Context: an optimization exercise on an open-source flow, tuned for small area. The choices shown serve that exercise and are no tape-out recipe.
In this exercise RTL edits were held to simulation tests only and were not proved equivalent to the original.
Power and IR drop assume default switching activity.

==> v2 <==
==> flow/design.v (excerpt) <==
module regfile_sb #(
  parameter int unsigned DATA_W = 32,
  parameter int unsigned ADDR_W = 5,
  parameter int unsigned BYPASS = 1
) (
  input  logic                Clk,
  input  logic                Rst_n,
  input  logic                WE,
  input  logic [ADDR_W-1:0]   Rw,
  input  logic [DATA_W/8-1:0] WBE,
  input  logic [DATA_W-1:0]   busW,
  input  logic [ADDR_W-1:0]   Ra,
  input  logic [ADDR_W-1:0]   Rb,
  output logic [DATA_W-1:0]   busA,
  output logic [DATA_W-1:0]   busB,
  output logic                RdyA,
  output logic                RdyB,
  input  logic                Issue,
  input  logic [ADDR_W-1:0]   Rd,
  output logic [ADDR_W:0]     PendCnt
);
==> module regfile_sb, before the edit <==
module regfile_sb #(
  parameter int unsigned DATA_W = 32,
  parameter int unsigned ADDR_W = 5,
  parameter int unsigned BYPASS = 1
) (
  input  logic                Clk,
  input  logic                Rst_n,
  input  logic                WE,
  input  logic [ADDR_W-1:0]   Rw,
  input  logic [DATA_W/8-1:0] WBE,
  input  logic [DATA_W-1:0]   busW,
  input  logic [ADDR_W-1:0]   Ra,
  input  logic [ADDR_W-1:0]   Rb,
  output logic [DATA_W-1:0]   busA,
  output logic [DATA_W-1:0]   busB,
  output logic                RdyA,
  output logic                RdyB,
  input  logic                Issue,
  input  logic [ADDR_W-1:0]   Rd,
  output logic [ADDR_W:0]     PendCnt
);
  localparam int unsigned DEPTH = 1 << ADDR_W;
  localparam int unsigned NLANE = DATA_W / 8;
  localparam logic        BYP   = (BYPASS != 0);
  logic [DATA_W-1:0] regs [DEPTH];
  logic [DEPTH-1:0]  pend;
  logic [DEPTH-1:0]  pendNext;
  logic [ADDR_W:0]   pendCntNext;
  logic [DATA_W-1:0] laneMask;
  logic              wrEn;
  logic              bypA;
  logic              bypB;
  for (genvar g = 0; g < NLANE; g++) begin : gLane
    assign laneMask[8*g +: 8] = {8{WBE[g]}};
  end
  assign wrEn = WE && (Rw != '0);
  always_comb begin
    pendNext = pend;
    if (wrEn) pendNext[Rw] = 1'b0;
    if (Issue && (Rd != '0)) pendNext[Rd] = 1'b1;
    pendNext[0] = 1'b0;
    pendCntNext = '0;
    for (int unsigned i = 0; i < DEPTH; i++) begin
      pendCntNext = pendCntNext + {{ADDR_W{1'b0}}, pendNext[i[ADDR_W-1:0]]};
    end
  end
  always_ff @(posedge Clk) begin
    if (!Rst_n) begin
      for (int unsigned i = 0; i < DEPTH; i++) begin
        regs[i[ADDR_W-1:0]] <= '0;
      end
      pend    <= '0;
      PendCnt <= '0;
    end else begin
      if (wrEn) regs[Rw] <= (busW & laneMask) | (regs[Rw] & ~laneMask);
      pend    <= pendNext;
      PendCnt <= pendCntNext;
    end
  end
  always_comb begin
    bypA = BYP && Rst_n && wrEn && (Rw == Ra);
    bypB = BYP && Rst_n && wrEn && (Rw == Rb);
    busA = '0;
    busB = '0;
    if (Ra != '0) busA = bypA ? ((busW & laneMask) | (regs[Ra] & ~laneMask)) : regs[Ra];
    if (Rb != '0) busB = bypB ? ((busW & laneMask) | (regs[Rb] & ~laneMask)) : regs[Rb];
    RdyA = bypA || !pend[Ra];
    RdyB = bypB || !pend[Rb];
  end
endmodule
make LEC_CHECK=0 CAP_MARGIN=20 CORE_MARGIN=2 CORE_UTILIZATION=40 SLEW_MARGIN=20 finish   # period 8.0 ns
run.sh (not shown) runs the stock make flow with config.mk's settings and CLKGATE_MAP_FILE= SYNTH_SCRIPT=/design/flow/synth_recipe.tcl, a recipe that flattens the netlist after the stock synthesis.
==> inputs of v20, as changes to v2 <==
==> flow/design.v (replaced) <==
module rf_aoi222 (
  input  logic a0, b0, a1, b1, a2, b2,
  output logic y
);
  assign y = ~((a0 & b0) | (a1 & b1) | (a2 & b2));
endmodule
module rf_nand4 (
  input  logic a, b, c, d,
  output logic y
);
  assign y = ~(a & b & c & d);
endmodule
module rf_nand3 (
  input  logic a, b, c,
  output logic y
);
  assign y = ~(a & b & c);
endmodule
module rf_nand2 (
  input  logic a, b,
  output logic y
);
  assign y = ~(a & b);
endmodule
module rf_nor3 (
  input  logic a, b, c,
  output logic y
);
  assign y = ~(a | b | c);
endmodule
module rf_oai22 (
  input  logic a0, a1, b0, b1,
  output logic y
);
  assign y = ~((a0 | a1) & (b0 | b1));
endmodule
module rf_ao22 (
  input  logic a0, a1, b0, b1,
  output logic y
);
  assign y = (a0 & a1) | (b0 & b1);
endmodule
module rf_rdbit (
  input  logic [30:0] d,
  input  logic [30:0] s,
  input  logic        byp,
  input  logic        bypn,
  input  logic        wn,
  output logic        y
);
  logic [10:0] z;
  logic [2:0]  p;
  logic        rn;
  for (genvar k = 0; k < 10; k++) begin : gAoi
    rf_aoi222 uA (.a0(d[3*k]), .b0(s[3*k]), .a1(d[3*k+1]), .b1(s[3*k+1]),
                  .a2(d[3*k+2]), .b2(s[3*k+2]), .y(z[k]));
  end
  rf_nand2 uN2 (.a(d[30]), .b(s[30]), .y(z[10]));
  rf_nand4 uP0 (.a(z[0]), .b(z[1]), .c(z[2]), .d(z[3]), .y(p[0]));
  rf_nand4 uP1 (.a(z[4]), .b(z[5]), .c(z[6]), .d(z[7]), .y(p[1]));
  rf_nand3 uP2 (.a(z[8]), .b(z[9]), .c(z[10]), .y(p[2]));
  rf_nor3  uR  (.a(p[0]), .b(p[1]), .c(p[2]), .y(rn));
  rf_oai22 uY  (.a0(rn), .a1(byp), .b0(wn), .b1(bypn), .y(y));
endmodule
module regfile_sb #(
  parameter int unsigned DATA_W = 32,
  parameter int unsigned ADDR_W = 5,
  parameter int unsigned BYPASS = 1
) (
  input  logic                Clk,
  input  logic                Rst_n,
  input  logic                WE,
  input  logic [ADDR_W-1:0]   Rw,
  input  logic [DATA_W/8-1:0] WBE,
  input  logic [DATA_W-1:0]   busW,
  input  logic [ADDR_W-1:0]   Ra,
  input  logic [ADDR_W-1:0]   Rb,
  output logic [DATA_W-1:0]   busA,
  output logic [DATA_W-1:0]   busB,
  output logic                RdyA,
  output logic                RdyB,
  input  logic                Issue,
  input  logic [ADDR_W-1:0]   Rd,
  output logic [ADDR_W:0]     PendCnt
);
  localparam int unsigned DEPTH = 1 << ADDR_W;
  localparam int unsigned NLANE = DATA_W / 8;
  localparam logic        BYP   = (BYPASS != 0);
  logic [DATA_W-1:0] regs [1:DEPTH-1];
  logic [DATA_W-1:0] regsNext [1:DEPTH-1];
  logic [DEPTH-1:1]  pend;
  logic [DEPTH-1:1]  wsel, wselR, dsel, selA, selB;
  logic [NLANE-1:0]  wbeR;
  logic [DATA_W-1:0] wdata, wn;
  logic [NLANE-1:0]  lnA, lnB, lnAn, lnBn;
  logic              wrEn, isEn;
  logic              bypA, bypB;
  logic              pendA, pendB, pendRw, pendRd;
  logic              incr, decr;
  assign wrEn  = WE && (Rw != '0);
  assign isEn  = Issue && (Rd != '0);
  assign wdata = busW & {DATA_W{Rst_n}};
  assign wn    = ~busW;
  for (genvar i = 1; i < DEPTH; i++) begin : gDec
    assign wsel[i]  = wrEn && (Rw == ADDR_W'(i));
    assign wselR[i] = wsel[i] || !Rst_n;
    assign dsel[i]  = isEn && (Rd == ADDR_W'(i));
    assign selA[i]  = (Ra == ADDR_W'(i));
    assign selB[i]  = (Rb == ADDR_W'(i));
  end
  for (genvar l = 0; l < NLANE; l++) begin : gWbe
    assign wbeR[l] = WBE[l] || !Rst_n;
  end
  for (genvar i = 1; i < DEPTH; i++) begin : gReg
    for (genvar l = 0; l < NLANE; l++) begin : gLane
      logic en, enN;
      assign en  = wselR[i] && wbeR[l];
      assign enN = !(wselR[i] && wbeR[l]);
      for (genvar b = 8*l; b < 8*l+8; b++) begin : gBit
        rf_ao22 uH (.a0(en), .a1(wdata[b]), .b0(enN), .b1(regs[i][b]),
                    .y(regsNext[i][b]));
      end
    end
    always_ff @(posedge Clk) regs[i] <= regsNext[i];
    always_ff @(posedge Clk) begin
      pend[i] <= Rst_n && (dsel[i] || (pend[i] && !wsel[i]));
    end
  end
  assign bypA = BYP && Rst_n && wrEn && (Rw == Ra);
  assign bypB = BYP && Rst_n && wrEn && (Rw == Rb);
  for (genvar l = 0; l < NLANE; l++) begin : gLn
    assign lnA[l]  = bypA && WBE[l];
    assign lnB[l]  = bypB && WBE[l];
    assign lnAn[l] = !(bypA && WBE[l]);
    assign lnBn[l] = !(bypB && WBE[l]);
  end
  for (genvar b = 0; b < DATA_W; b++) begin : gRd
    logic [30:0] col;
    for (genvar i = 1; i < DEPTH; i++) begin : gCol
      assign col[i-1] = regs[i][b];
    end
    rf_rdbit uA (.d(col), .s(selA), .byp(lnA[b/8]), .bypn(lnAn[b/8]), .wn(wn[b]),
                 .y(busA[b]));
    rf_rdbit uB (.d(col), .s(selB), .byp(lnB[b/8]), .bypn(lnBn[b/8]), .wn(wn[b]),
                 .y(busB[b]));
  end
  always_comb begin
    pendA = 1'b0;
    pendB = 1'b0;
    pendRw = 1'b0;
    pendRd = 1'b0;
    for (int i = 1; i < DEPTH; i++) begin
      pendA  = pendA | (pend[i] & selA[i]);
      pendB  = pendB | (pend[i] & selB[i]);
      pendRw = pendRw | (pend[i] & wsel[i]);
      pendRd = pendRd | (pend[i] & dsel[i]);
    end
  end
  assign RdyA = bypA || !pendA;
  assign RdyB = bypB || !pendB;
  assign incr = isEn && !pendRd;
  assign decr = wrEn && pendRw && !(isEn && (Rd == Rw));
  always_ff @(posedge Clk) begin
    if (!Rst_n)             PendCnt <= '0;
    else if (incr && !decr) PendCnt <= PendCnt + 1'b1;
    else if (decr && !incr) PendCnt <= PendCnt - 1'b1;
  end
endmodule
--- a/flow/config.mk
+++ b/flow/config.mk
@@ -7,5 +7,9 @@
 export LEC_CHECK = 0
 export CAP_MARGIN = 20
 export CORE_MARGIN = 2
-export CORE_UTILIZATION = 40
+export CORE_UTILIZATION = 60
+export CTS_CLUSTER_DIAMETER = 80
+export CTS_CLUSTER_SIZE = 30
+export PLACE_DENSITY = 0.72
 export SLEW_MARGIN = 20
+export SYNTH_HIERARCHICAL = 1
==> impl_metrics.yaml <==
floorplan:
  dieArea_sq_um: 73700
synthesis:
  synth-seq-area-share_pct: 48.0
  yosysTopAreaCellShare_pct: 48.0
  yosysMostFrequentCell: "dfxtp_1"
critical_path:
  crit_start: "Ra[2]"
power:
  finalPower_mw: 10.7
  p_sw_share_pct: 29.8
  power_density_nw_per_um2: 222
  p_sw_mw: 3.18
detailed_routing:
  wl_mm: 176
  dr_total_vias: 42600
layout:
  layout_common_cells: "dfxtp_1 (1,029), a22o_1 (1,000), a222oi_1 (640), nand2_1 (254), inv_1 (149)"
  syn_to_final_growth_pct: 12.0
run_status:
  outcome: "finished clean"
-- figures above: v20

==> impl_metrics.yaml <==
synthesis:
  synth-seq-area-share_pct: 48.5
  yosysMostFrequentCell: "edfxtp_1"
  yosysTopAreaCellShare_pct: 47.4
detailed_routing:
  wl_mm: 302
  met2_length_mm: 124
  dr_total_vias: 52900
critical_path:
  regToRegEndpoint: "PendCnt[4]"
  crit_start: "Rd[1]"
power:
  p_sw_share_pct: 28.7
  finalPower_mw: 14.6
  power_density_nw_per_um2: 199
run_status:
  outcome: "finished clean"
floorplan:
  dieArea_sq_um: 166000
layout:
  layout_common_cells: "edfxtp_1 (1,024), mux4_2 (755), nor2_1 (641), nor3_1 (480), buf_4 (278)"
placed_design:
  dpl-instance-area_sq_um: 69300
-- figures above: v2

[afterwards: timing with drivers on the ports]
The flow's constraints put no driver on any port. The routed layouts listed below were extracted and timed again, unchanged, in two steps. Step 1 (the two cells are an assumption about what drives the block):
set clk [get_ports {Clk}]
set_driving_cell -lib_cell sky130_fd_sc_hd__clkbuf_16 $clk
set_driving_cell -lib_cell sky130_fd_sc_hd__buf_2 [delete_from_list [all_inputs] $clk]
Step 2 adds t to the input delays and takes it off the output delays; t is the mean of the earliest and latest rising clock arrival at the registers after step 1. Input paths then give back, and output paths get back, about the clock's delay inside the block. a / b / c = ideal / step 1 / step 2; a / b = the first two.
run	t (ns)	slack for setup (ns)	clock arrival spread, ns	worst register clock-pin slew, ns	worst data-port slew with drivers (ns)
v2	0.871	0.499 / 0.570 / -0.300	0.068 / 0.067	0.07 / 0.07	0.06
v20	0.718	0.969 / 0.947 / 0.947	0.038 / 0.038	0.12 / 0.12	0.04
Met with ideal ports but missed after step 2: setup timing in v2. The setup slack of v2, which loses most, moves by +0.071 ns with the drivers and by -0.799 ns with both steps.
